Source: an optimization exercise on an open RTL-to-GDS flow (aim: small area, a short achievable clock period and few clock cycles per item). Production flows keep margins and buffers that such runs may drop. Function was checked by simulation only, so behaviour that the tests miss may differ from the original.

## flow/design.v (module list and top-level ports; edited modules follow where they fit)
// module met_dot3_a: 2163 lines
// module met_dot3_b: 313 lines
// module met_div4: 38 lines
// module met_slow: 236 lines
// module matrix_exponential_taylor: 638 lines
module matrix_exponential_taylor #(
    parameter int DIM = 3
) (
    input  wire logic               clk,
    input  wire logic               rst_n,
    input  wire logic               in_valid,
    output logic                    in_stall,
    input  wire logic signed [31:0] elem_value,
    output logic                    out_valid,
    input  wire logic               out_stall,
    output logic signed [31:0]      result_value,
    output logic                    is_last,
    output logic                    saturated,
    input  wire logic               cfg_we,
    input  wire logic [7:0]         cfg_data
);
  // ...
==> flow/run.sh <==
#!/bin/bash
# synth_recipe.tcl (not shown) runs the flow's synth.tcl, then flattens the netlist and writes it again
# the make line also repeats each setting of config.mk as NAME=value (left out here)
make -C /OpenROAD-flow-scripts/flow DESIGN_CONFIG=/design/flow/config.mk WORK_HOME=/design/flow/orfs CLKGATE_MAP_FILE= SYNTH_SCRIPT=/design/flow/synth_recipe.tcl finish
==> flow/config.mk <==
export PLATFORM = sky130hd
export DESIGN_NAME = matrix_exponential_taylor
export DESIGN_NICKNAME = matrix_exponential_taylor
export VERILOG_FILES = /design/flow/design.v
export SDC_FILE = /design/flow/constraint.sdc
export NUM_CORES = 4
export LEC_CHECK = 0
export CAP_MARGIN = 20
export CORE_MARGIN = 2
export CORE_UTILIZATION = 40
export SETUP_SLACK_MARGIN = 3.0
export SLEW_MARGIN = 20
==> flow/constraint.sdc <==
create_clock -name core_clock -period 10.0 [get_ports {clk}]
set_input_delay 2.0000 -clock core_clock [delete_from_list [all_inputs] [get_ports {clk}]]
set_output_delay 2.0000 -clock core_clock [all_outputs]
set_load 0.01 [all_outputs]
==> summary.md, run 1 <==
| Metric | Value |
|---|---|
| Postcts setup bufs | `6` |
| Leading cell type in the layout, fill and taps excluded | `o21ai_0` |
| Fill count | `approximately 28000` |
| Aggregate global routing overflow | `0` |
| Post-synth EDFFs | `1108` |
| PostCTS Resize Cnt | `39` |
| Hold Path Origin | `dxi_reg[0][0]` |
| Plain + repair buffers | `approximately 470` |
| FMAX | `0.1438 GHz` |
| WL final | `around 470 mm` |
| Reg2reg start | `j_reg[0]` |
| Yosys reg bits | `about 1600` |
| Hold slack | `0.3049 ns` |
| CTS max path bufs | `4` |
| Setup TNS | `0 ns` |
| Die Wd | `about 540 µm` |
| Post-route DRC | `0` |
| CP most frequent cell | `fa_1` |
| R2r worst-path depth | `14` |
| Crit-path cells | `buf_16 -> mux2i_1 -> o21ai_2 -> buf_4 -> nand2_1 -> o22ai_1 -> nor2_1 -> o22ai_1 -> fa_1 -> fa_1 -> inv_1 -> fa_1 -> fa_1 -> fa_1` |
| Clock buffers | `approximately 240` |
| Final #Nets | `13510` |
| FFs & Latches | `1640` |
| Layout cell share with drive strength beyond 1 | `0.08809` |
| Status | `no timing/DRC/antenna violations` |
| H-Tree Level Count | `4` |
| Startpoint Class | `flip-flop` |
| Commonest register cell after synthesis | `edfxtp_1` |
| Total track usage | `0.3035` |
| Area share of the largest cell type after synthesis | `0.2845` |
| CTS tree | `built` |
| WL met3 | `67.82 mm` |
| Register Area | `roughly 44000 µm²` |
| Final Wtd Congestion | `1.055` |
| Multi-input gate area | `about 68000 µm²` |
Testbench counts, summed over its fixed seeds: cycles 11,628, matrices 96.
==> module met_slow, before the edit <==
module met_slow (
    input  wire logic               clk,
    input  wire logic               rst_n,
    input  wire logic               start,
    input  wire logic [31:0]        tr0,
    input  wire logic [31:0]        tr1,
    input  wire logic [31:0]        tr2,
    input  wire logic [31:0]        ac0,
    input  wire logic [31:0]        ac1,
    input  wire logic [31:0]        ac2,
    input  wire logic [8:0]         d,
    output logic      [1:0]         col,
    output logic                    busy,
    output logic                    done,
    output logic                    sat,
    output logic      [31:0]        p0,
    output logic      [31:0]        p1,
    output logic      [31:0]        p2
);
    localparam logic [2:0] W_IDLE = 3'd0;
    localparam logic [2:0] W_MUL  = 3'd1;
    localparam logic [2:0] W_DLD  = 3'd2;
    localparam logic [2:0] W_DIV  = 3'd3;
    localparam logic [2:0] W_RES  = 3'd4;
    logic [2:0]  ph_reg;
    logic [1:0]  col_reg;
    logic [1:0]  m_reg;
    logic [5:0]  cnt_reg;
    logic [32:0] hi_reg;
    logic [31:0] lo_reg;
    logic        prev_reg;
    logic [63:0] acc_reg;
    logic        stuck_reg;
    logic [7:0]  rem_reg;
    logic        sat_reg;
    logic        done_reg;
    logic [31:0] pb0_reg, pb1_reg;
    logic [31:0] mc, mp;
    logic [32:0] hsum;
    logic [64:0] xsum;
    logic        xinv;
    logic [64:0] xadd;
    logic [8:0]  tr;
    logic        qb;
    logic [47:0] qv;
    logic [31:0] pres;
    logic        psat;
    always_comb
    begin
        case (m_reg)
            2'd0: begin mc = tr0; mp = ac0; end
            2'd1: begin mc = tr1; mp = ac1; end
            default: begin mc = tr2; mp = ac2; end
        endcase
        case ({lo_reg[0], prev_reg})
            2'b01: hsum = hi_reg + {mc[31], mc};
            2'b10: hsum = hi_reg - {mc[31], mc};
            default: hsum = hi_reg;
        endcase
        xinv = (ph_reg == W_DLD) && acc_reg[63];
        xadd = (ph_reg == W_DLD) ? {41'd0, d, 15'd0} : {hi_reg[32], hi_reg[31:0], lo_reg};
        xsum = ({acc_reg[63], acc_reg} ^ {65{xinv}}) + xadd + {64'd0, xinv};
        tr = {rem_reg, hi_reg[15]};
        qb = (tr >= d);
        qv = {hi_reg[15:0], lo_reg};
        psat = 1'b0;
        if (!acc_reg[63])
        begin
            if (qv > 48'h7fffffff)
            begin
                psat = 1'b1;
                pres = 32'h7fffffff;
            end
            else
            begin
                pres = qv[31:0];
            end
        end
        else if (qv > 48'h80000000)
        begin
            psat = 1'b1;
            pres = 32'h80000000;
        end
        else
        begin
            pres = 32'd0 - qv[31:0];
        end
    end
    always_ff @(posedge clk or negedge rst_n)
    begin
        if (!rst_n)
        begin
            ph_reg <= W_IDLE;
            done_reg <= 1'b0;
        end
        else
        begin
            done_reg <= 1'b0;
            case (ph_reg)
                W_IDLE:
                begin
                    if (start)
                    begin
                        ph_reg <= W_MUL;
                    end
                end
                W_MUL:
                begin
                    if (cnt_reg == 6'd33 && m_reg == 2'd2)
                    begin
                        ph_reg <= W_DLD;
                    end
                end
                W_DLD:
                begin
                    ph_reg <= W_DIV;
                end
                W_DIV:
                begin
                    if (cnt_reg == 6'd47)
                    begin
                        ph_reg <= W_RES;
                    end
                end
                default:
                begin
                    if (col_reg == 2'd2)
                    begin
                        ph_reg <= W_IDLE;
                        done_reg <= 1'b1;
                    end
                    else
                    begin
                        ph_reg <= W_MUL;
                    end
                end
            endcase
        end
    end
    always_ff @(posedge clk)
    begin
        case (ph_reg)
            W_IDLE:
            begin
                col_reg <= 2'd0;
                m_reg <= 2'd0;
                cnt_reg <= 6'd0;
                if (start)
                begin
                    acc_reg <= 64'd0;
                    stuck_reg <= 1'b0;
                    sat_reg <= 1'b0;
                end
            end
            W_MUL:
            begin
                if (cnt_reg == 6'd0)
                begin
                    hi_reg <= 33'd0;
                    lo_reg <= mp;
                    prev_reg <= 1'b0;
                    cnt_reg <= 6'd1;
                end
                else if (cnt_reg != 6'd33)
                begin
                    hi_reg <= {hsum[32], hsum[32:1]};
                    lo_reg <= {hsum[0], lo_reg[31:1]};
                    prev_reg <= lo_reg[0];
                    cnt_reg <= cnt_reg + 6'd1;
                end
                else
                begin
                    if (!stuck_reg)
                    begin
                        if (xsum[64] != xsum[63])
                        begin
                            acc_reg <= xsum[64] ? 64'h8000000000000000 : 64'h7fffffffffffffff;
                            stuck_reg <= 1'b1;
                            sat_reg <= 1'b1;
                        end
                        else
                        begin
                            acc_reg <= xsum[63:0];
                        end
                    end
                    cnt_reg <= 6'd0;
                    m_reg <= (m_reg == 2'd2) ? 2'd0 : m_reg + 2'd1;
                end
            end
            W_DLD:
            begin
                hi_reg <= {17'd0, xsum[63:48]};
                lo_reg <= xsum[47:16];
                rem_reg <= 8'd0;
                cnt_reg <= 6'd0;
            end
            W_DIV:
            begin
                rem_reg <= qb ? 8'(tr - d) : tr[7:0];
                hi_reg <= {17'd0, hi_reg[14:0], lo_reg[31]};
                lo_reg <= {lo_reg[30:0], qb};
                cnt_reg <= cnt_reg + 6'd1;
            end
            default:
            begin
                if (psat)
                begin
                    sat_reg <= 1'b1;
                end
                if (col_reg == 2'd0)
                begin
                    pb0_reg <= pres;
                end
                if (col_reg == 2'd1)
                begin
                    pb1_reg <= pres;
                end
                col_reg <= col_reg + 2'd1;
                m_reg <= 2'd0;
                cnt_reg <= 6'd0;
                if (col_reg != 2'd2)
                begin
                    acc_reg <= 64'd0;
                    stuck_reg <= 1'b0;
                end
            end
        endcase
    end
    assign col = (ph_reg == W_RES) ? col_reg + 2'd1 : ((ph_reg == W_IDLE) ? 2'd0 : col_reg);
    assign busy = (ph_reg != W_IDLE);
    assign done = done_reg;
    assign sat = sat_reg;
    assign p0 = pb0_reg;
    assign p1 = pb1_reg;
    assign p2 = pres;
endmodule
==> run 2: changes to the inputs <==
--- a/flow/design.v
+++ b/flow/design.v
@@ -17,7 +17,13 @@
     input  wire logic [18:0] t0,
-    input  wire logic [17:0] b0,
+    input  wire logic [8:0] one0,
+    input  wire logic [8:0] two0,
+    input  wire logic [8:0] neg0,
     input  wire logic [18:0] t1,
-    input  wire logic [17:0] b1,
+    input  wire logic [8:0] one1,
+    input  wire logic [8:0] two1,
+    input  wire logic [8:0] neg1,
     input  wire logic [18:0] t2,
-    input  wire logic [17:0] b2,
+    input  wire logic [8:0] one2,
+    input  wire logic [8:0] two2,
+    input  wire logic [8:0] neg2,
     output logic [37:0] v0,
@@ -522,5 +528,5 @@
     wire s881, c882;
-    assign m0d0_one = b0[0] ^ 1'b0;
-    assign m0d0_two = (b0[1] & ~b0[0] & ~1'b0) | (~b0[1] & b0[0] & 1'b0);
-    assign m0d0_neg = b0[1];
+    assign m0d0_one = one0[0];
+    assign m0d0_two = two0[0];
+    assign m0d0_neg = neg0[0];
     assign m0d0_pp[0] = ((m0d0_one & t0[0]) | (m0d0_two & 1'b0)) ^ m0d0_neg;
@@ -545,5 +551,5 @@
     assign m0d0_pp[19] = ((m0d0_one & t0[18]) | (m0d0_two & t0[18])) ^ m0d0_neg;
-    assign m0d1_one = b0[2] ^ b0[1];
-    assign m0d1_two = (b0[3] & ~b0[2] & ~b0[1]) | (~b0[3] & b0[2] & b0[1]);
-    assign m0d1_neg = b0[3];
+    assign m0d1_one = one0[1];
+    assign m0d1_two = two0[1];
+    assign m0d1_neg = neg0[1];
     assign m0d1_pp[0] = ((m0d1_one & t0[0]) | (m0d1_two & 1'b0)) ^ m0d1_neg;
@@ -568,5 +574,5 @@
     assign m0d1_pp[19] = ((m0d1_one & t0[18]) | (m0d1_two & t0[18])) ^ m0d1_neg;
-    assign m0d2_one = b0[4] ^ b0[3];
-    assign m0d2_two = (b0[5] & ~b0[4] & ~b0[3]) | (~b0[5] & b0[4] & b0[3]);
-    assign m0d2_neg = b0[5];
+    assign m0d2_one = one0[2];
+    assign m0d2_two = two0[2];
+    assign m0d2_neg = neg0[2];
     assign m0d2_pp[0] = ((m0d2_one & t0[0]) | (m0d2_two & 1'b0)) ^ m0d2_neg;
@@ -591,5 +597,5 @@
     assign m0d2_pp[19] = ((m0d2_one & t0[18]) | (m0d2_two & t0[18])) ^ m0d2_neg;
-    assign m0d3_one = b0[6] ^ b0[5];
-    assign m0d3_two = (b0[7] & ~b0[6] & ~b0[5]) | (~b0[7] & b0[6] & b0[5]);
-    assign m0d3_neg = b0[7];
+    assign m0d3_one = one0[3];
+    assign m0d3_two = two0[3];
+    assign m0d3_neg = neg0[3];
     assign m0d3_pp[0] = ((m0d3_one & t0[0]) | (m0d3_two & 1'b0)) ^ m0d3_neg;
@@ -614,5 +620,5 @@
     assign m0d3_pp[19] = ((m0d3_one & t0[18]) | (m0d3_two & t0[18])) ^ m0d3_neg;
-    assign m0d4_one = b0[8] ^ b0[7];
-    assign m0d4_two = (b0[9] & ~b0[8] & ~b0[7]) | (~b0[9] & b0[8] & b0[7]);
-    assign m0d4_neg = b0[9];
+    assign m0d4_one = one0[4];
+    assign m0d4_two = two0[4];
+    assign m0d4_neg = neg0[4];
     assign m0d4_pp[0] = ((m0d4_one & t0[0]) | (m0d4_two & 1'b0)) ^ m0d4_neg;
@@ -637,5 +643,5 @@
     assign m0d4_pp[19] = ((m0d4_one & t0[18]) | (m0d4_two & t0[18])) ^ m0d4_neg;
-    assign m0d5_one = b0[10] ^ b0[9];
-    assign m0d5_two = (b0[11] & ~b0[10] & ~b0[9]) | (~b0[11] & b0[10] & b0[9]);
-    assign m0d5_neg = b0[11];
+    assign m0d5_one = one0[5];
+    assign m0d5_two = two0[5];
+    assign m0d5_neg = neg0[5];
     assign m0d5_pp[0] = ((m0d5_one & t0[0]) | (m0d5_two & 1'b0)) ^ m0d5_neg;
@@ -660,5 +666,5 @@
     assign m0d5_pp[19] = ((m0d5_one & t0[18]) | (m0d5_two & t0[18])) ^ m0d5_neg;
-    assign m0d6_one = b0[12] ^ b0[11];
-    assign m0d6_two = (b0[13] & ~b0[12] & ~b0[11]) | (~b0[13] & b0[12] & b0[11]);
-    assign m0d6_neg = b0[13];
+    assign m0d6_one = one0[6];
+    assign m0d6_two = two0[6];
+    assign m0d6_neg = neg0[6];
     assign m0d6_pp[0] = ((m0d6_one & t0[0]) | (m0d6_two & 1'b0)) ^ m0d6_neg;
@@ -683,5 +689,5 @@
     assign m0d6_pp[19] = ((m0d6_one & t0[18]) | (m0d6_two & t0[18])) ^ m0d6_neg;
-    assign m0d7_one = b0[14] ^ b0[13];
-    assign m0d7_two = (b0[15] & ~b0[14] & ~b0[13]) | (~b0[15] & b0[14] & b0[13]);
-    assign m0d7_neg = b0[15];
+    assign m0d7_one = one0[7];
+    assign m0d7_two = two0[7];
+    assign m0d7_neg = neg0[7];
     assign m0d7_pp[0] = ((m0d7_one & t0[0]) | (m0d7_two & 1'b0)) ^ m0d7_neg;
@@ -706,5 +712,5 @@
     assign m0d7_pp[19] = ((m0d7_one & t0[18]) | (m0d7_two & t0[18])) ^ m0d7_neg;
-    assign m0d8_one = b0[16] ^ b0[15];
-    assign m0d8_two = (b0[17] & ~b0[16] & ~b0[15]) | (~b0[17] & b0[16] & b0[15]);
-    assign m0d8_neg = b0[17];
+    assign m0d8_one = one0[8];
+    assign m0d8_two = two0[8];
+    assign m0d8_neg = neg0[8];
     assign m0d8_pp[0] = ((m0d8_one & t0[0]) | (m0d8_two & 1'b0)) ^ m0d8_neg;
@@ -729,5 +735,5 @@
     assign m0d8_pp[19] = ((m0d8_one & t0[18]) | (m0d8_two & t0[18])) ^ m0d8_neg;
-    assign m1d0_one = b1[0] ^ 1'b0;
-    assign m1d0_two = (b1[1] & ~b1[0] & ~1'b0) | (~b1[1] & b1[0] & 1'b0);
-    assign m1d0_neg = b1[1];
+    assign m1d0_one = one1[0];
+    assign m1d0_two = two1[0];
+    assign m1d0_neg = neg1[0];
     assign m1d0_pp[0] = ((m1d0_one & t1[0]) | (m1d0_two & 1'b0)) ^ m1d0_neg;
@@ -752,5 +758,5 @@
     assign m1d0_pp[19] = ((m1d0_one & t1[18]) | (m1d0_two & t1[18])) ^ m1d0_neg;
-    assign m1d1_one = b1[2] ^ b1[1];
-    assign m1d1_two = (b1[3] & ~b1[2] & ~b1[1]) | (~b1[3] & b1[2] & b1[1]);
-    assign m1d1_neg = b1[3];
+    assign m1d1_one = one1[1];
+    assign m1d1_two = two1[1];
+    assign m1d1_neg = neg1[1];
     assign m1d1_pp[0] = ((m1d1_one & t1[0]) | (m1d1_two & 1'b0)) ^ m1d1_neg;
@@ -775,5 +781,5 @@
     assign m1d1_pp[19] = ((m1d1_one & t1[18]) | (m1d1_two & t1[18])) ^ m1d1_neg;
-    assign m1d2_one = b1[4] ^ b1[3];
-    assign m1d2_two = (b1[5] & ~b1[4] & ~b1[3]) | (~b1[5] & b1[4] & b1[3]);
-    assign m1d2_neg = b1[5];
+    assign m1d2_one = one1[2];
+    assign m1d2_two = two1[2];
+    assign m1d2_neg = neg1[2];
     assign m1d2_pp[0] = ((m1d2_one & t1[0]) | (m1d2_two & 1'b0)) ^ m1d2_neg;
@@ -798,5 +804,5 @@
     assign m1d2_pp[19] = ((m1d2_one & t1[18]) | (m1d2_two & t1[18])) ^ m1d2_neg;
-    assign m1d3_one = b1[6] ^ b1[5];
-    assign m1d3_two = (b1[7] & ~b1[6] & ~b1[5]) | (~b1[7] & b1[6] & b1[5]);
-    assign m1d3_neg = b1[7];
+    assign m1d3_one = one1[3];
+    assign m1d3_two = two1[3];
+    assign m1d3_neg = neg1[3];
     assign m1d3_pp[0] = ((m1d3_one & t1[0]) | (m1d3_two & 1'b0)) ^ m1d3_neg;
@@ -821,5 +827,5 @@
     assign m1d3_pp[19] = ((m1d3_one & t1[18]) | (m1d3_two & t1[18])) ^ m1d3_neg;
-    assign m1d4_one = b1[8] ^ b1[7];
-    assign m1d4_two = (b1[9] & ~b1[8] & ~b1[7]) | (~b1[9] & b1[8] & b1[7]);
-    assign m1d4_neg = b1[9];
+    assign m1d4_one = one1[4];
+    assign m1d4_two = two1[4];
+    assign m1d4_neg = neg1[4];
     assign m1d4_pp[0] = ((m1d4_one & t1[0]) | (m1d4_two & 1'b0)) ^ m1d4_neg;
@@ -844,5 +850,5 @@
     assign m1d4_pp[19] = ((m1d4_one & t1[18]) | (m1d4_two & t1[18])) ^ m1d4_neg;
-    assign m1d5_one = b1[10] ^ b1[9];
-    assign m1d5_two = (b1[11] & ~b1[10] & ~b1[9]) | (~b1[11] & b1[10] & b1[9]);
-    assign m1d5_neg = b1[11];
+    assign m1d5_one = one1[5];
+    assign m1d5_two = two1[5];
+    assign m1d5_neg = neg1[5];
     assign m1d5_pp[0] = ((m1d5_one & t1[0]) | (m1d5_two & 1'b0)) ^ m1d5_neg;
@@ -867,5 +873,5 @@
     assign m1d5_pp[19] = ((m1d5_one & t1[18]) | (m1d5_two & t1[18])) ^ m1d5_neg;
-    assign m1d6_one = b1[12] ^ b1[11];
-    assign m1d6_two = (b1[13] & ~b1[12] & ~b1[11]) | (~b1[13] & b1[12] & b1[11]);
-    assign m1d6_neg = b1[13];
+    assign m1d6_one = one1[6];
+    assign m1d6_two = two1[6];
+    assign m1d6_neg = neg1[6];
     assign m1d6_pp[0] = ((m1d6_one & t1[0]) | (m1d6_two & 1'b0)) ^ m1d6_neg;
@@ -890,5 +896,5 @@
     assign m1d6_pp[19] = ((m1d6_one & t1[18]) | (m1d6_two & t1[18])) ^ m1d6_neg;
-    assign m1d7_one = b1[14] ^ b1[13];
-    assign m1d7_two = (b1[15] & ~b1[14] & ~b1[13]) | (~b1[15] & b1[14] & b1[13]);
-    assign m1d7_neg = b1[15];
+    assign m1d7_one = one1[7];
+    assign m1d7_two = two1[7];
+    assign m1d7_neg = neg1[7];
     assign m1d7_pp[0] = ((m1d7_one & t1[0]) | (m1d7_two & 1'b0)) ^ m1d7_neg;
@@ -913,5 +919,5 @@
     assign m1d7_pp[19] = ((m1d7_one & t1[18]) | (m1d7_two & t1[18])) ^ m1d7_neg;
-    assign m1d8_one = b1[16] ^ b1[15];
-    assign m1d8_two = (b1[17] & ~b1[16] & ~b1[15]) | (~b1[17] & b1[16] & b1[15]);
-    assign m1d8_neg = b1[17];
+    assign m1d8_one = one1[8];
+    assign m1d8_two = two1[8];
+    assign m1d8_neg = neg1[8];
     assign m1d8_pp[0] = ((m1d8_one & t1[0]) | (m1d8_two & 1'b0)) ^ m1d8_neg;
@@ -936,5 +942,5 @@
     assign m1d8_pp[19] = ((m1d8_one & t1[18]) | (m1d8_two & t1[18])) ^ m1d8_neg;
-    assign m2d0_one = b2[0] ^ 1'b0;
-    assign m2d0_two = (b2[1] & ~b2[0] & ~1'b0) | (~b2[1] & b2[0] & 1'b0);
-    assign m2d0_neg = b2[1];
+    assign m2d0_one = one2[0];
+    assign m2d0_two = two2[0];
+    assign m2d0_neg = neg2[0];
     assign m2d0_pp[0] = ((m2d0_one & t2[0]) | (m2d0_two & 1'b0)) ^ m2d0_neg;
@@ -959,5 +965,5 @@
     assign m2d0_pp[19] = ((m2d0_one & t2[18]) | (m2d0_two & t2[18])) ^ m2d0_neg;
-    assign m2d1_one = b2[2] ^ b2[1];
-    assign m2d1_two = (b2[3] & ~b2[2] & ~b2[1]) | (~b2[3] & b2[2] & b2[1]);
-    assign m2d1_neg = b2[3];
+    assign m2d1_one = one2[1];
+    assign m2d1_two = two2[1];
+    assign m2d1_neg = neg2[1];
     assign m2d1_pp[0] = ((m2d1_one & t2[0]) | (m2d1_two & 1'b0)) ^ m2d1_neg;
@@ -982,5 +988,5 @@
     assign m2d1_pp[19] = ((m2d1_one & t2[18]) | (m2d1_two & t2[18])) ^ m2d1_neg;
-    assign m2d2_one = b2[4] ^ b2[3];
-    assign m2d2_two = (b2[5] & ~b2[4] & ~b2[3]) | (~b2[5] & b2[4] & b2[3]);
-    assign m2d2_neg = b2[5];
+    assign m2d2_one = one2[2];
+    assign m2d2_two = two2[2];
+    assign m2d2_neg = neg2[2];
     assign m2d2_pp[0] = ((m2d2_one & t2[0]) | (m2d2_two & 1'b0)) ^ m2d2_neg;
@@ -1005,5 +1011,5 @@
     assign m2d2_pp[19] = ((m2d2_one & t2[18]) | (m2d2_two & t2[18])) ^ m2d2_neg;
-    assign m2d3_one = b2[6] ^ b2[5];
-    assign m2d3_two = (b2[7] & ~b2[6] & ~b2[5]) | (~b2[7] & b2[6] & b2[5]);
-    assign m2d3_neg = b2[7];
+    assign m2d3_one = one2[3];
+    assign m2d3_two = two2[3];
+    assign m2d3_neg = neg2[3];
     assign m2d3_pp[0] = ((m2d3_one & t2[0]) | (m2d3_two & 1'b0)) ^ m2d3_neg;
@@ -1028,5 +1034,5 @@
     assign m2d3_pp[19] = ((m2d3_one & t2[18]) | (m2d3_two & t2[18])) ^ m2d3_neg;
-    assign m2d4_one = b2[8] ^ b2[7];
-    assign m2d4_two = (b2[9] & ~b2[8] & ~b2[7]) | (~b2[9] & b2[8] & b2[7]);
-    assign m2d4_neg = b2[9];
+    assign m2d4_one = one2[4];
+    assign m2d4_two = two2[4];
+    assign m2d4_neg = neg2[4];
     assign m2d4_pp[0] = ((m2d4_one & t2[0]) | (m2d4_two & 1'b0)) ^ m2d4_neg;
@@ -1051,5 +1057,5 @@
     assign m2d4_pp[19] = ((m2d4_one & t2[18]) | (m2d4_two & t2[18])) ^ m2d4_neg;
-    assign m2d5_one = b2[10] ^ b2[9];
-    assign m2d5_two = (b2[11] & ~b2[10] & ~b2[9]) | (~b2[11] & b2[10] & b2[9]);
-    assign m2d5_neg = b2[11];
+    assign m2d5_one = one2[5];
+    assign m2d5_two = two2[5];
+    assign m2d5_neg = neg2[5];
     assign m2d5_pp[0] = ((m2d5_one & t2[0]) | (m2d5_two & 1'b0)) ^ m2d5_neg;
@@ -1074,5 +1080,5 @@
     assign m2d5_pp[19] = ((m2d5_one & t2[18]) | (m2d5_two & t2[18])) ^ m2d5_neg;
-    assign m2d6_one = b2[12] ^ b2[11];
-    assign m2d6_two = (b2[13] & ~b2[12] & ~b2[11]) | (~b2[13] & b2[12] & b2[11]);
-    assign m2d6_neg = b2[13];
+    assign m2d6_one = one2[6];
+    assign m2d6_two = two2[6];
+    assign m2d6_neg = neg2[6];
     assign m2d6_pp[0] = ((m2d6_one & t2[0]) | (m2d6_two & 1'b0)) ^ m2d6_neg;
@@ -1097,5 +1103,5 @@
     assign m2d6_pp[19] = ((m2d6_one & t2[18]) | (m2d6_two & t2[18])) ^ m2d6_neg;
-    assign m2d7_one = b2[14] ^ b2[13];
-    assign m2d7_two = (b2[15] & ~b2[14] & ~b2[13]) | (~b2[15] & b2[14] & b2[13]);
-    assign m2d7_neg = b2[15];
+    assign m2d7_one = one2[7];
+    assign m2d7_two = two2[7];
+    assign m2d7_neg = neg2[7];
     assign m2d7_pp[0] = ((m2d7_one & t2[0]) | (m2d7_two & 1'b0)) ^ m2d7_neg;
@@ -1120,5 +1126,5 @@
     assign m2d7_pp[19] = ((m2d7_one & t2[18]) | (m2d7_two & t2[18])) ^ m2d7_neg;
-    assign m2d8_one = b2[16] ^ b2[15];
-    assign m2d8_two = (b2[17] & ~b2[16] & ~b2[15]) | (~b2[17] & b2[16] & b2[15]);
-    assign m2d8_neg = b2[17];
+    assign m2d8_one = one2[8];
+    assign m2d8_two = two2[8];
+    assign m2d8_neg = neg2[8];
     assign m2d8_pp[0] = ((m2d8_one & t2[0]) | (m2d8_two & 1'b0)) ^ m2d8_neg;
@@ -2550,8 +2556,12 @@
 );
-    localparam logic [2:0] W_IDLE = 3'd0;
-    localparam logic [2:0] W_MUL  = 3'd1;
-    localparam logic [2:0] W_DLD  = 3'd2;
-    localparam logic [2:0] W_DIV  = 3'd3;
-    localparam logic [2:0] W_RES  = 3'd4;
-    logic [2:0]  ph_reg;
+    localparam logic [3:0] W_IDLE = 4'd0;
+    localparam logic [3:0] W_LDM  = 4'd1;   
+    localparam logic [3:0] W_MUL  = 4'd2;   
+    localparam logic [3:0] W_AC1  = 4'd3;   
+    localparam logic [3:0] W_AC2  = 4'd4;   
+    localparam logic [3:0] W_Y1   = 4'd5;   
+    localparam logic [3:0] W_Y2   = 4'd6;   
+    localparam logic [3:0] W_DIV  = 4'd7;   
+    localparam logic [3:0] W_RES  = 4'd8;   
+    logic [3:0]  ph_reg;
     logic [1:0]  col_reg;
@@ -2559,2 +2569,3 @@
     logic [5:0]  cnt_reg;
+    logic [31:0] mc;
     logic [32:0] hi_reg;
@@ -2563,2 +2574,4 @@
     logic [63:0] acc_reg;
+    logic        cy_reg;
+    logic        sg_reg;
     logic        stuck_reg;
@@ -2568,7 +2581,6 @@
     logic [31:0] pb0_reg, pb1_reg;
-    logic [31:0] mc, mp;
     logic [32:0] hsum;
-    logic [64:0] xsum;
-    logic        xinv;
-    logic [64:0] xadd;
+    logic [31:0] ga, gb;
+    logic        gc;
+    logic [32:0] gsum;
     logic [8:0]  tr;
@@ -2576,4 +2588,3 @@
     logic [47:0] qv;
-    logic [31:0] pres;
-    logic        psat;
+    logic        qsat;
     always_comb
@@ -2581,5 +2592,5 @@
         case (m_reg)
-            2'd0: begin mc = tr0; mp = ac0; end
-            2'd1: begin mc = tr1; mp = ac1; end
-            default: begin mc = tr2; mp = ac2; end
+            2'd0: mc = tr0;
+            2'd1: mc = tr1;
+            default: mc = tr2;
         endcase
@@ -2590,25 +2601,37 @@
         endcase
-        xinv = (ph_reg == W_DLD) && acc_reg[63];
-        xadd = (ph_reg == W_DLD) ? {41'd0, d, 15'd0} : {hi_reg[32], hi_reg[31:0], lo_reg};
-        xsum = ({acc_reg[63], acc_reg} ^ {65{xinv}}) + xadd + {64'd0, xinv};
-        tr = {rem_reg, hi_reg[15]};
-        qb = (tr >= d);
-        qv = {hi_reg[15:0], lo_reg};
-        psat = 1'b0;
-        if (!acc_reg[63])
-        begin
-            if (qv > 48'h7fffffff)
+        ga = acc_reg[31:0];
+        gb = lo_reg;
+        gc = 1'b0;
+        case (ph_reg)
+            W_AC2:
             begin
-                psat = 1'b1;
-                pres = 32'h7fffffff;
+                ga = acc_reg[63:32];
+                gb = hi_reg[31:0];
+                gc = cy_reg;
             end
-            else
+            W_Y1:
             begin
-                pres = qv[31:0];
+                ga = acc_reg[31:0] ^ {32{acc_reg[63]}};
+                gb = {8'd0, d, 15'd0};
+                gc = acc_reg[63];
             end
-        end
-        else if (qv > 48'h80000000)
+            W_Y2:
+            begin
+                ga = acc_reg[63:32] ^ {32{sg_reg}};
+                gb = 32'd0;
+                gc = cy_reg;
+            end
+            W_RES:
+            begin
+                ga = qv[31:0] ^ {32{sg_reg}};
+                gb = 32'd0;
+                gc = sg_reg;
+            end
+            default:
+            begin
+            end
+        endcase
+        if (ph_reg == W_AC2)
         begin
-            psat = 1'b1;
-            pres = 32'h80000000;
+            gsum = {ga[31], ga} + {gb[31], gb} + {32'd0, gc};
         end
@@ -2616,4 +2639,9 @@
         begin
-            pres = 32'd0 - qv[31:0];
+            gsum = {1'b0, ga} + {1'b0, gb} + {32'd0, gc};
         end
+        tr = {rem_reg, hi_reg[31]};
+        qb = (tr >= d);
+        qv = {hi_reg[31:0], lo_reg[31:16]};
+        qsat = sg_reg ? ((qv[47:32] != 16'd0) || (qv[31] && (qv[30:0] != 31'd0))) :
+            (qv[47:31] != 17'd0);
     end
@@ -2630,27 +2658,10 @@
             case (ph_reg)
-                W_IDLE:
-                begin
-                    if (start)
-                    begin
-                        ph_reg <= W_MUL;
-                    end
-                end
-                W_MUL:
-                begin
-                    if (cnt_reg == 6'd33 && m_reg == 2'd2)
-                    begin
-                        ph_reg <= W_DLD;
-                    end
-                end
-                W_DLD:
-                begin
-                    ph_reg <= W_DIV;
-                end
-                W_DIV:
-                begin
-                    if (cnt_reg == 6'd47)
-                    begin
-                        ph_reg <= W_RES;
-                    end
-                end
+                W_IDLE: if (start) ph_reg <= W_LDM;
+                W_LDM: ph_reg <= W_MUL;
+                W_MUL: if (cnt_reg == 6'd31) ph_reg <= W_AC1;
+                W_AC1: ph_reg <= W_AC2;
+                W_AC2: ph_reg <= (m_reg == 2'd2) ? W_Y1 : W_LDM;
+                W_Y1: ph_reg <= W_Y2;
+                W_Y2: ph_reg <= W_DIV;
+                W_DIV: if (cnt_reg == 6'd47) ph_reg <= W_RES;
                 default:
@@ -2664,3 +2675,3 @@
                     begin
-                        ph_reg <= W_MUL;
+                        ph_reg <= W_LDM;
                     end
@@ -2677,3 +2688,2 @@
                 m_reg <= 2'd0;
-                cnt_reg <= 6'd0;
                 if (start)
@@ -2685,41 +2695,47 @@
             end
+            W_LDM:
+            begin
+                case (m_reg)
+                    2'd0: lo_reg <= ac0;
+                    2'd1: lo_reg <= ac1;
+                    default: lo_reg <= ac2;
+                endcase
+                hi_reg <= 33'd0;
+                prev_reg <= 1'b0;
+                cnt_reg <= 6'd0;
+            end
             W_MUL:
             begin
-                if (cnt_reg == 6'd0)
-                begin
-                    hi_reg <= 33'd0;
-                    lo_reg <= mp;
-                    prev_reg <= 1'b0;
-                    cnt_reg <= 6'd1;
-                end
-                else if (cnt_reg != 6'd33)
-                begin
-                    hi_reg <= {hsum[32], hsum[32:1]};
-                    lo_reg <= {hsum[0], lo_reg[31:1]};
-                    prev_reg <= lo_reg[0];
-                    cnt_reg <= cnt_reg + 6'd1;
-                end
-                else
+                hi_reg <= {hsum[32], hsum[32:1]};
+                lo_reg <= {hsum[0], lo_reg[31:1]};
+                prev_reg <= lo_reg[0];
+                cnt_reg <= cnt_reg + 6'd1;
+            end
+            W_AC1:
+            begin
+                lo_reg <= gsum[31:0];
+                cy_reg <= gsum[32];
+            end
+            W_AC2:
+            begin
+                if (!stuck_reg)
                 begin
-                    if (!stuck_reg)
+                    if (gsum[32] != gsum[31])
                     begin
-                        if (xsum[64] != xsum[63])
-                        begin
-                            acc_reg <= xsum[64] ? 64'h8000000000000000 : 64'h7fffffffffffffff;
-                            stuck_reg <= 1'b1;
-                            sat_reg <= 1'b1;
-                        end
-                        else
-                        begin
-                            acc_reg <= xsum[63:0];
-                        end
+                        acc_reg <= gsum[32] ? 64'h8000000000000000 : 64'h7fffffffffffffff;
+                        stuck_reg <= 1'b1;
+                        sat_reg <= 1'b1;
+                    end
+                    else
+                    begin
+                        acc_reg <= {gsum[31:0], lo_reg};
                     end
-                    cnt_reg <= 6'd0;
-                    m_reg <= (m_reg == 2'd2) ? 2'd0 : m_reg + 2'd1;
                 end
+                m_reg <= m_reg + 2'd1;
             end
-            W_DLD:
+            W_Y1:
             begin
-                hi_reg <= {17'd0, xsum[63:48]};
-                lo_reg <= xsum[47:16];
+                sg_reg <= acc_reg[63];
+                lo_reg <= gsum[31:0];
+                cy_reg <= gsum[32];
                 rem_reg <= 8'd0;
@@ -2727,2 +2743,6 @@
             end
+            W_Y2:
+            begin
+                hi_reg <= {1'b0, gsum[31:0]};
+            end
             W_DIV:
@@ -2730,4 +2750,4 @@
                 rem_reg <= qb ? 8'(tr - d) : tr[7:0];
-                hi_reg <= {17'd0, hi_reg[14:0], lo_reg[31]};
-                lo_reg <= {lo_reg[30:0], qb};
+                hi_reg <= {1'b0, hi_reg[30:0], lo_reg[31]};
+                lo_reg <= {lo_reg[30:16], qb, 16'd0};
                 cnt_reg <= cnt_reg + 6'd1;
@@ -2736,5 +2756,10 @@
             begin
-                if (psat)
+                if (qsat)
                 begin
                     sat_reg <= 1'b1;
+                    lo_reg <= sg_reg ? 32'h80000000 : 32'h7fffffff;
+                end
+                else
+                begin
+                    lo_reg <= gsum[31:0];
                 end
@@ -2742,3 +2767,3 @@
                 begin
-                    pb0_reg <= pres;
+                    pb0_reg <= qsat ? (sg_reg ? 32'h80000000 : 32'h7fffffff) : gsum[31:0];
                 end
@@ -2746,3 +2771,3 @@
                 begin
-                    pb1_reg <= pres;
+                    pb1_reg <= qsat ? (sg_reg ? 32'h80000000 : 32'h7fffffff) : gsum[31:0];
                 end
@@ -2750,3 +2775,2 @@
                 m_reg <= 2'd0;
-                cnt_reg <= 6'd0;
                 if (col_reg != 2'd2)
@@ -2765,3 +2789,3 @@
     assign p1 = pb1_reg;
-    assign p2 = pres;
+    assign p2 = lo_reg;
 endmodule
@@ -2843,5 +2867,10 @@
     assign row_nar = a_nar && fits19(trow[0]) && fits19(trow[1]) && fits19(trow[2]);
-    logic        v1_reg, v2_reg;
-    logic [3:0]  x1_reg, x2_reg;
+    logic        v1_reg;
+    logic [3:0]  x1_reg;
+    logic [8:0]  d1_reg;
+    logic [9:0]  t1_reg;
     logic        p1_reg;
+    logic [8:0]  bone_reg [3];
+    logic [8:0]  btwo_reg [3];
+    logic [8:0]  bneg_reg [3];
     logic [37:0] tv [4];
@@ -2850,5 +2879,5 @@
     met_dot3_a u_dota (
-        .t0(trow[0][18:0]), .b0(acol[0][17:0]),
-        .t1(trow[1][18:0]), .b1(acol[1][17:0]),
-        .t2(trow[2][18:0]), .b2(acol[2][17:0]),
+        .t0(trow[0][18:0]), .one0(bone_reg[0]), .two0(btwo_reg[0]), .neg0(bneg_reg[0]),
+        .t1(trow[1][18:0]), .one1(bone_reg[1]), .two1(btwo_reg[1]), .neg1(bneg_reg[1]),
+        .t2(trow[2][18:0]), .one2(bone_reg[2]), .two2(btwo_reg[2]), .neg2(bneg_reg[2]),
         .v0(tv[0]), .v1(tv[1]), .v2(tv[2]), .v3(tv[3]));
@@ -2856,11 +2885,45 @@
         .sum_o(cs_s), .car_o(cs_c));
-    logic [37:0] acc2;
-    logic        sg2;
-    logic [37:0] y2;
-    logic [20:0] x2v_reg;
-    logic        sg2_reg;
-    logic [8:0]  d_e2;
-    assign d_e2 = p1_reg ? dq1_reg : dq0_reg;
-    logic [9:0]  t_e2;
-    assign t_e2 = p1_reg ? dt1_reg : dt0_reg;
+    logic [1:0]  jn;
+    logic [17:0] acn [3];
+    always_comb
+    begin
+        if (st_reg == M_RUN && !last_round)
+        begin
+            jn = (j_reg == 2'd2) ? 2'd0 : j_reg + 2'd1;
+        end
+        else if (st_reg == M_SLOW || st_reg == M_LOAD || st_reg == M_SWB)
+        begin
+            jn = 2'd0;
+        end
+        else
+        begin
+            jn = j_reg;
+        end
+        for (int m = 0; m < 3; m++)
+        begin
+            case (jn)
+                2'd0: acn[m] = a_r[3 * m][17:0];
+                2'd1: acn[m] = a_r[3 * m + 1][17:0];
+                default: acn[m] = a_r[3 * m + 2][17:0];
+            endcase
+        end
+    end
+    always_ff @(posedge clk)
+    begin
+        for (int m = 0; m < 3; m++)
+        begin
+            for (int n = 0; n < 9; n++)
+            begin
+                bone_reg[m][n] <= acn[m][2 * n] ^ ((n == 0) ? 1'b0 : acn[m][2 * n - 1]);
+                btwo_reg[m][n] <= (acn[m][2 * n + 1] && !acn[m][2 * n] &&
+                        !((n == 0) ? 1'b0 : acn[m][2 * n - 1])) ||
+                    (!acn[m][2 * n + 1] && acn[m][2 * n] && ((n == 0) ? 1'b0 : acn[m][2 * n - 1]));
+                bneg_reg[m][n] <= acn[m][2 * n + 1];
+            end
+        end
+    end
+    logic [37:0] acc2, xm2;
+    logic        sg2, c2;
+    logic [20:0] n1v;
+    logic        wf2;
     always_comb
@@ -2869,6 +2932,9 @@
         sg2 = acc2[37];
-        y2 = (acc2 ^ {38{sg2}}) + {14'd0, d_e2, 15'd0} + {37'd0, sg2};
+        xm2 = acc2 ^ {38{sg2}};
+        c2 = sg2 && (acc2[14:0] == 15'd0);
+        n1v = xm2[36:16];
+        wf2 = (d1_reg[8:4] == 5'd0) && (n1v[20:17] >= d1_reg[3:0]);
     end
-    localparam int NDS = 5;
-    localparam logic [4 * NDS - 1:0] STEPS = {4'd2, 4'd2, 4'd2, 4'd2, 4'd2};
+    localparam int NDS = 6;
+    localparam logic [4 * NDS - 1:0] STEPS = {4'd1, 4'd2, 4'd2, 4'd2, 4'd2, 4'd1};
     logic [7:0]  dr_reg  [NDS-1];
@@ -2877,10 +2943,12 @@
     logic        dsg_reg [NDS-1];
-    logic [8:0]  dd_reg  [NDS-1];
-    logic [9:0]  dt_reg  [NDS-1];
+    logic        dn0_reg [NDS-1];
+    logic        dc_reg  [NDS-1];
+    logic        dwf_reg;
+    logic        dp_reg  [NDS-1];
     logic [3:0]  dxi_reg [NDS-1];
     logic        dv_reg  [NDS-1];
-    logic [8:0]  d2_reg;
-    logic [9:0]  t2_reg;
     logic [19:0] q_fin;
-    logic        sg_fin;
+    logic [7:0]  r_fin;
+    logic        sg_fin, n0_fin, c_fin;
+    logic [8:0]  d_fin;
     logic [3:0]  x_fin;
@@ -2898,7 +2966,7 @@
         begin : g_first
-            assign r_in = {7'd0, x2v_reg[20]};
+            assign r_in = {7'd0, n1v[20]};
             assign q_in = 20'd0;
-            assign x_in = x2v_reg[19:0];
-            assign d_in = d2_reg;
-            assign t_in = t2_reg;
+            assign x_in = n1v[19:0];
+            assign d_in = d1_reg;
+            assign t_in = t1_reg;
         end
@@ -2909,4 +2977,4 @@
             assign x_in = dx_reg[g - 1];
-            assign d_in = dd_reg[g - 1];
-            assign t_in = dt_reg[g - 1];
+            assign d_in = dp_reg[g - 1] ? dq1_reg : dq0_reg;
+            assign t_in = dp_reg[g - 1] ? dt1_reg : dt0_reg;
         end
@@ -2934,8 +3002,10 @@
                 dx_reg[g] <= x_out;
-                dd_reg[g] <= d_in;
-                dt_reg[g] <= t_in;
                 if (g == 0)
                 begin
-                    dsg_reg[g] <= sg2_reg;
-                    dxi_reg[g] <= x2_reg;
+                    dp_reg[g] <= p1_reg;
+                    dsg_reg[g] <= sg2;
+                    dn0_reg[g] <= xm2[15];
+                    dc_reg[g] <= c2;
+                    dxi_reg[g] <= x1_reg;
+                    dwf_reg <= wf2;
                 end
@@ -2943,3 +3013,6 @@
                 begin
+                    dp_reg[g] <= dp_reg[g - 1];
                     dsg_reg[g] <= dsg_reg[g - 1];
+                    dn0_reg[g] <= dn0_reg[g - 1];
+                    dc_reg[g] <= dc_reg[g - 1];
                     dxi_reg[g] <= dxi_reg[g - 1];
@@ -2951,2 +3024,4 @@
             assign q_fin = q_out;
+            assign r_fin = rr[STEPS[4 * g +: 4]];
+            assign d_fin = d_in;
         end
@@ -2954,2 +3029,4 @@
     assign sg_fin = dsg_reg[NDS - 2];
+    assign n0_fin = dn0_reg[NDS - 2];
+    assign c_fin = dc_reg[NDS - 2];
     assign x_fin = dxi_reg[NDS - 2];
@@ -2962,4 +3039,15 @@
     logic        wb_en, wb_add;
+    logic        inc_fin, b_fin, cy_fin;
+    logic [9:0]  rt_fin;
+    logic [29:0] up_fin, up1_fin;
+    logic [1:0]  lo_fin;
     always_comb
     begin
+        rt_fin = {1'b0, r_fin, n0_fin} + {9'd0, c_fin};
+        inc_fin = (rt_fin >= {1'b0, d_fin});
+        b_fin = inc_fin ^ sg_fin;
+        up_fin = {12'd0, dqq_reg[NDS - 2][17:0]} ^ {30{sg_fin}};
+        up1_fin = up_fin + 30'd1;
+        lo_fin = q_fin[1:0] ^ {2{sg_fin}};
+        cy_fin = (lo_fin == 2'b11) && b_fin;
         wb_en = v_fin;
@@ -2967,3 +3055,3 @@
         wb_add = 1'b1;
-        wb_val = sg_fin ? (32'd0 - {12'd0, q_fin}) : {12'd0, q_fin};
+        wb_val = {cy_fin ? up1_fin : up_fin, 2'(lo_fin + {1'b0, b_fin})};
         if (st_reg == M_SWB)
@@ -2983,3 +3071,3 @@
     begin
-        front_busy = v1_reg || v2_reg;
+        front_busy = v1_reg;
         for (int n = 0; n < NDS - 1; n++)
@@ -3079,5 +3167,6 @@
     assign last_round = (k_reg == nt_reg);
-    assign fin = !oact_reg && !front_busy &&
+    assign fin = !oact_reg && !pipe_busy &&
         ((st_reg == M_DONE) || (st_reg == M_RUN && last_round && all_nar));
-    assign early = !oact_reg && st_reg == M_RUN && last_round && !v1_reg && !v2_reg && a_nar && !had_slow &&
+    assign early = !oact_reg && st_reg == M_RUN && last_round && !v1_reg && !dv_reg[0] && a_nar &&
+        !had_slow &&
         !lt_wide;
@@ -3106,3 +3195,2 @@
             v1_reg <= 1'b0;
-            v2_reg <= 1'b0;
             for (int n = 0; n < NDS - 1; n++)
@@ -3120,4 +3208,3 @@
             v1_reg <= issue;
-            v2_reg <= v1_reg;
-            dv_reg[0] <= v2_reg;
+            dv_reg[0] <= v1_reg;
             for (int n = 1; n < NDS - 1; n++)
@@ -3267,3 +3354,3 @@
         end
-        else if (v2_reg && x2v_reg[20:18] >= d2_reg[2:0] && d2_reg[8:3] == 6'd0)
+        else if (dv_reg[0] && dwf_reg)
         begin
@@ -3362,2 +3449,4 @@
         p1_reg <= kp_reg;
+        d1_reg <= kp_reg ? dq1_reg : dq0_reg;
+        t1_reg <= kp_reg ? dt1_reg : dt0_reg;
         for (int n = 0; n < 4; n++)
@@ -3366,7 +3455,2 @@
         end
-        x2_reg <= x1_reg;
-        x2v_reg <= y2[36:16];
-        sg2_reg <= sg2;
-        d2_reg <= d_e2;
-        t2_reg <= t_e2;
         x6_reg <= wb_idx;
@@ -3396,6 +3480,6 @@
             oidx_reg <= 4'd1;
-            osat_reg <= ovf_reg || (v6_reg && add6_reg && swb_sat);
+            osat_reg <= ovf_reg;
             res_reg <= s_r[0];
             last_reg <= 1'b0;
-            sat_reg <= ovf_reg || (v6_reg && add6_reg && swb_sat);
+            sat_reg <= ovf_reg;
         end
--- a/flow/config.mk
+++ b/flow/config.mk
@@ -7,2 +7,3 @@
 export LEC_CHECK = 0
+export ABC_AREA = 1
 export CAP_MARGIN = 20
@@ -10,3 +11,3 @@
 export CORE_UTILIZATION = 40
-export SETUP_SLACK_MARGIN = 3.0
+export SETUP_SLACK_MARGIN = 4.0
 export SLEW_MARGIN = 20
==> run 2 against run 1 <==
Still clean on timing, DRC and antenna. Register-to-register slack improved by 1.1 ns. Clock-buffer cell count increased by 23. Global-route usage decreased by 0.30 points.
==> summary.md, run 2 <==
| Metric | Value |
|---|---|
| H-Tree Level Count | `4 (unchanged)` |
| Setup TNS | `0 ns (unchanged)` |
| CTS tree | `built` |
| Slew Limit Fails | `0` |
| I/O Buffers | `80` |
| Register area share after synthesis | `0.3831` |
| Worst rel slew slack | `0.1761` |
| Async S/R FF share, synth | `0.01734` |
| Crit end category | `flip-flop` |
| Syn_nets | `between 10000 and 15000` |
| Global-route wire length before repair | `about 660 mm` |
| Leading cell type in the layout, fill and taps excluded | `nand2_1` |
| Most frequent cells in the layout | `nand2_1 (3227), inv_1 (1338), edfxtp_1 (1117)` |
| Worst endpoint required time | `about 11 ns` |
| I/O Pins | `roughly 80` |
| Yosys top cell by area | `edfxtp_1` |
| Final setup violation count | `0` |
| Syn Inst Count | `approximately 14000` |
| Routed Antenna Nets | `0` |
| Clock Tree Root | `clkbuf_16` |
| Fin crit share | `0.5904` |
| Post-Syn Area | `117000 µm²` |
| Pre-antenna DRT Iters | `6` |
| Placed cell areas | `about 120000 µm²` |
| Via count | `103500` |
| Post-Syn Area per Cell | `8.452 µm²` |
| Largest net degree at the start of global routing | `65` |
| Final #Nets | `14830 (+9.8%)` |
| Vias in the first global route | `slightly below 100k` |
| WL final | `460.6 mm (-1.1%)` |
| Clock sink count | `~1700` |
| Final Wtd Congestion | `1.011 (-4.1%)` |
| Aggregate global routing overflow | `0 (unchanged)` |
| FP Rows | `between 150 and 200` |
| Die Wd | `544.7 µm (unchanged)` |
| CTS max path bufs | `4 (unchanged)` |
| Post-route DRC | `0 (unchanged)` |
| Iter 0 DRT Violations | `between 10000 and 15000` |
| Design area | `between 100000 and 150000 µm²` |
| Status | `no timing/DRC/antenna violations` |
| CP Max Fanout | `18` |
| FMAX | `0.1694 GHz (+18%)` |
| Max Cap Viol | `0` |
| YS warnings | `54` |
| Slew @ Worst Pin | `between 1 and 1.5 ns` |
| Hold Path Class | `flip-flop to flip-flop` |
| Startpoint Class | `flip-flop` |
| Hold slack | `0.3158 ns (+0.01095 ns)` |
| Multi-input gate area | `64890 µm² (-4.1%)` |
| Core ar. | `a little under 300000 µm²` |
| Initial antenna violation count | `19` |
| Synth top area cells | `edfxtp_1 (29%), nand2_1 (10%), dfxtp_1 (9.0%)` |
| Fill count | `28520 (+1.7%)` |
| Top flop regs | `a_r (288), s_r (288), t_r (288)` |
| Die area | `between 200000 and 300000 µm²` |
| Final min period | `5.904 ns` |
| Final hold violations | `0` |
| Most instantiated cells after synthesis | `nand2_1 (3253), inv_1 (1368), edfxtp_1 (1117)` |
| Layout cell share with drive strength beyond 1 | `0.08098 (-0.007102)` |
| Layout area overhead | `11.77%` |
| Die height | `about 540 µm` |
| Critical path type | `flip-flop to flip-flop` |
| Cts bufs inserted | `a little under 200` |
| Dpl hpwl | `between 300 and 400 mm` |
| Yosys reg bits | `1672 (+2.0%)` |
| Commonest register cell after synthesis | `edfxtp_1` |
| Clk slew on worst S/H paths | `0.06 ns` |
| Yosys cell types | `between 70 and 80` |
| Initial Utilization | `0.4021` |
| Post-synth EDFFs | `1117 (+0.81%)` |
| Worst EP arrival | `approximately 6.6 ns` |
| Area share of the largest cell type after synthesis | `0.2868 (+0.002311)` |
| Routed vias/inst | `roughly 5.8` |
| RSZ-0062 raised after global routing | `yes` |
| Clock insertion delay at the later pin of the skew report | `~0.96 ns` |
| Register Area | `44840 µm² (+1.7%)` |
| Routed len/inst | `about 26 µm` |
| Total track usage | `0.3005 (-0.002978)` |
| Setup skew after layout | `roughly 0.12 ns` |
| Most common cell in the netlist | `nand2_1` |
run 2: cell count changes in the layout (fill, tap and decap cells not counted), sizes merged, moves of 269 or more:
cell / previous run / this run
inv: 672 / 1412
o21ai: 1631 / 1140
nand3: 107 / 489
mux2i: 276 / 4
nand2: 1139 / 3271
o22ai: 313 / 615
nor2: 993 / 724
a21oi: 1091 / 695
xor2: 196 / 810
run 2: kinds of logic (layout without fill, tap and decap cells):
kind of cell             after synthesis  after routing  share of synthesized area
AND/OR/NAND/NOR                     4873           4876                     0.1714
flip-flops                          1672           1672                     0.3831
buffers and inverters               2179           2279                    0.07136
XOR/XNOR                             939            939                    0.07044
AO/OA/AOI/OAI                       3165           3165                     0.1625
adder cells (fa/ha/maj)             1006           1006                     0.1409
multiplexers                           4              4                  0.0003424
other                                  0             10                          0
run 2: area by class of cell:
class / count / share of cell area
clock inverters: 100 / 0.009515
flip-flops and latches: 1672 / 0.3430
diodes: 10 / 0.0001914
repair buffers: 416 / 0.02770
multi-input cells: 9990 / 0.4964
well taps: 3900 / 0.03733
clock buffers: 258 / 0.04150
repair inverters: 5 / 0.0002967
inverters: 1500 / 0.04402
run 2: what timing repair did:
item | 4_1_cts | 5_1_grt
pin swaps | 10 | 21
endpoints found under the setup margin | 836 | 742
resized for setup | 139 | 165
setup buffers | 20 | 45
hold endpoints to repair | 0 | 0
hold buffers | 0 | 0
gates cloned | 4 | 6
run 2: path summary, 6_finish.rpt:
path	startpoint	end	slack (ns)	depth (start not counted)
worst max-delay path	i_reg[0]	tv_reg[0][19]	4.10	15
worst min-delay path	dqq_reg[3][7]	dqq_reg[4][11]	0.32	0
worst max register to register	i_reg[0]	tv_reg[0][19]	4.10	15
worst min register to register	dqq_reg[3][7]	dqq_reg[4][11]	0.32	0
max in group asynchronous	rst_n	nt_reg[7]	8.00	1
min in group asynchronous	rst_n	ov_reg	1.24	1
run 2: worst max-delay path, stage by stage, from the launching register on:
cell and delay, ns:
dfxtp_2 0.37, inv_2 0.13, ha_4 0.28, nor2_4 0.11
buf_12 0.14, inv_1 0.38, nor2_1 0.13, nor2_2 0.92
o22ai_1 0.19, xor2_1 0.21, fa_1 0.46, fa_1 0.64
inv_1 0.10, fa_1 0.52, fa_1 0.53, fa_1 0.54
run 2: per-layer routing:
layer	GRT usage	wire, µm	part of all wire	vias to the layer above
met4	0.1495	26600	0.058	10
li1	-	-	-	46870
met1	0.3947	183800	0.40	49480
met2	0.4577	199000	0.43	5869
met3	0.07748	51120	0.11	1234
met5	0.002273	152	0.00033	-
run 2: metrics by stage:
| step | worst slack, ns | instances | util |
|---|---|---|---|
| global placement | 2.752 | 17400 | 0.4206 |
| detailed placement | 2.442 | 17410 | 0.4207 |
| finish | 4.096 | 17850 | 0.4494 |
| global route | 3.925 | 17840 | 0.4494 |
| CTS | 3.989 | 17790 | 0.4456 |
| floorplan | 3.792 | 13840 | - |
Testbench counts of run 2, summed over its fixed seeds: cycles 11,628, matrices 96.

==> static timing again, ports no longer ideal <==
The results above use ideal ports. As a check the final layouts listed here were re-extracted and re-timed, cells and wires unchanged.
Step 1: set_driving_cell puts a clkbuf_16 on clk and a buf_2 on each other input, an assumption about the parent block.
Step 2, shift: input delay + t, output delay - t, t = (earliest + latest rising clock arrival at the registers) / 2. This alone moves slack from input paths to output paths.
Three values: ideal ports, drivers, drivers and shift; two values: the first two.
run	shift t [ns]	slack for setup (ns)	hold slack, ns	worst register clock-pin slew, ns
run 1	0.977	3.046 / 3.046 / 3.046	0.305 / 0.305 / 0.305	0.07 / 0.07
run 2	1.003	4.096 / 4.096 / 4.077	0.316 / 0.316 / 0.316	0.07 / 0.07
After both steps every run listed still meets setup and hold. The setup slack of run 2, which loses most, moves by 0.000 ns with the drivers and by -0.019 ns with both steps.
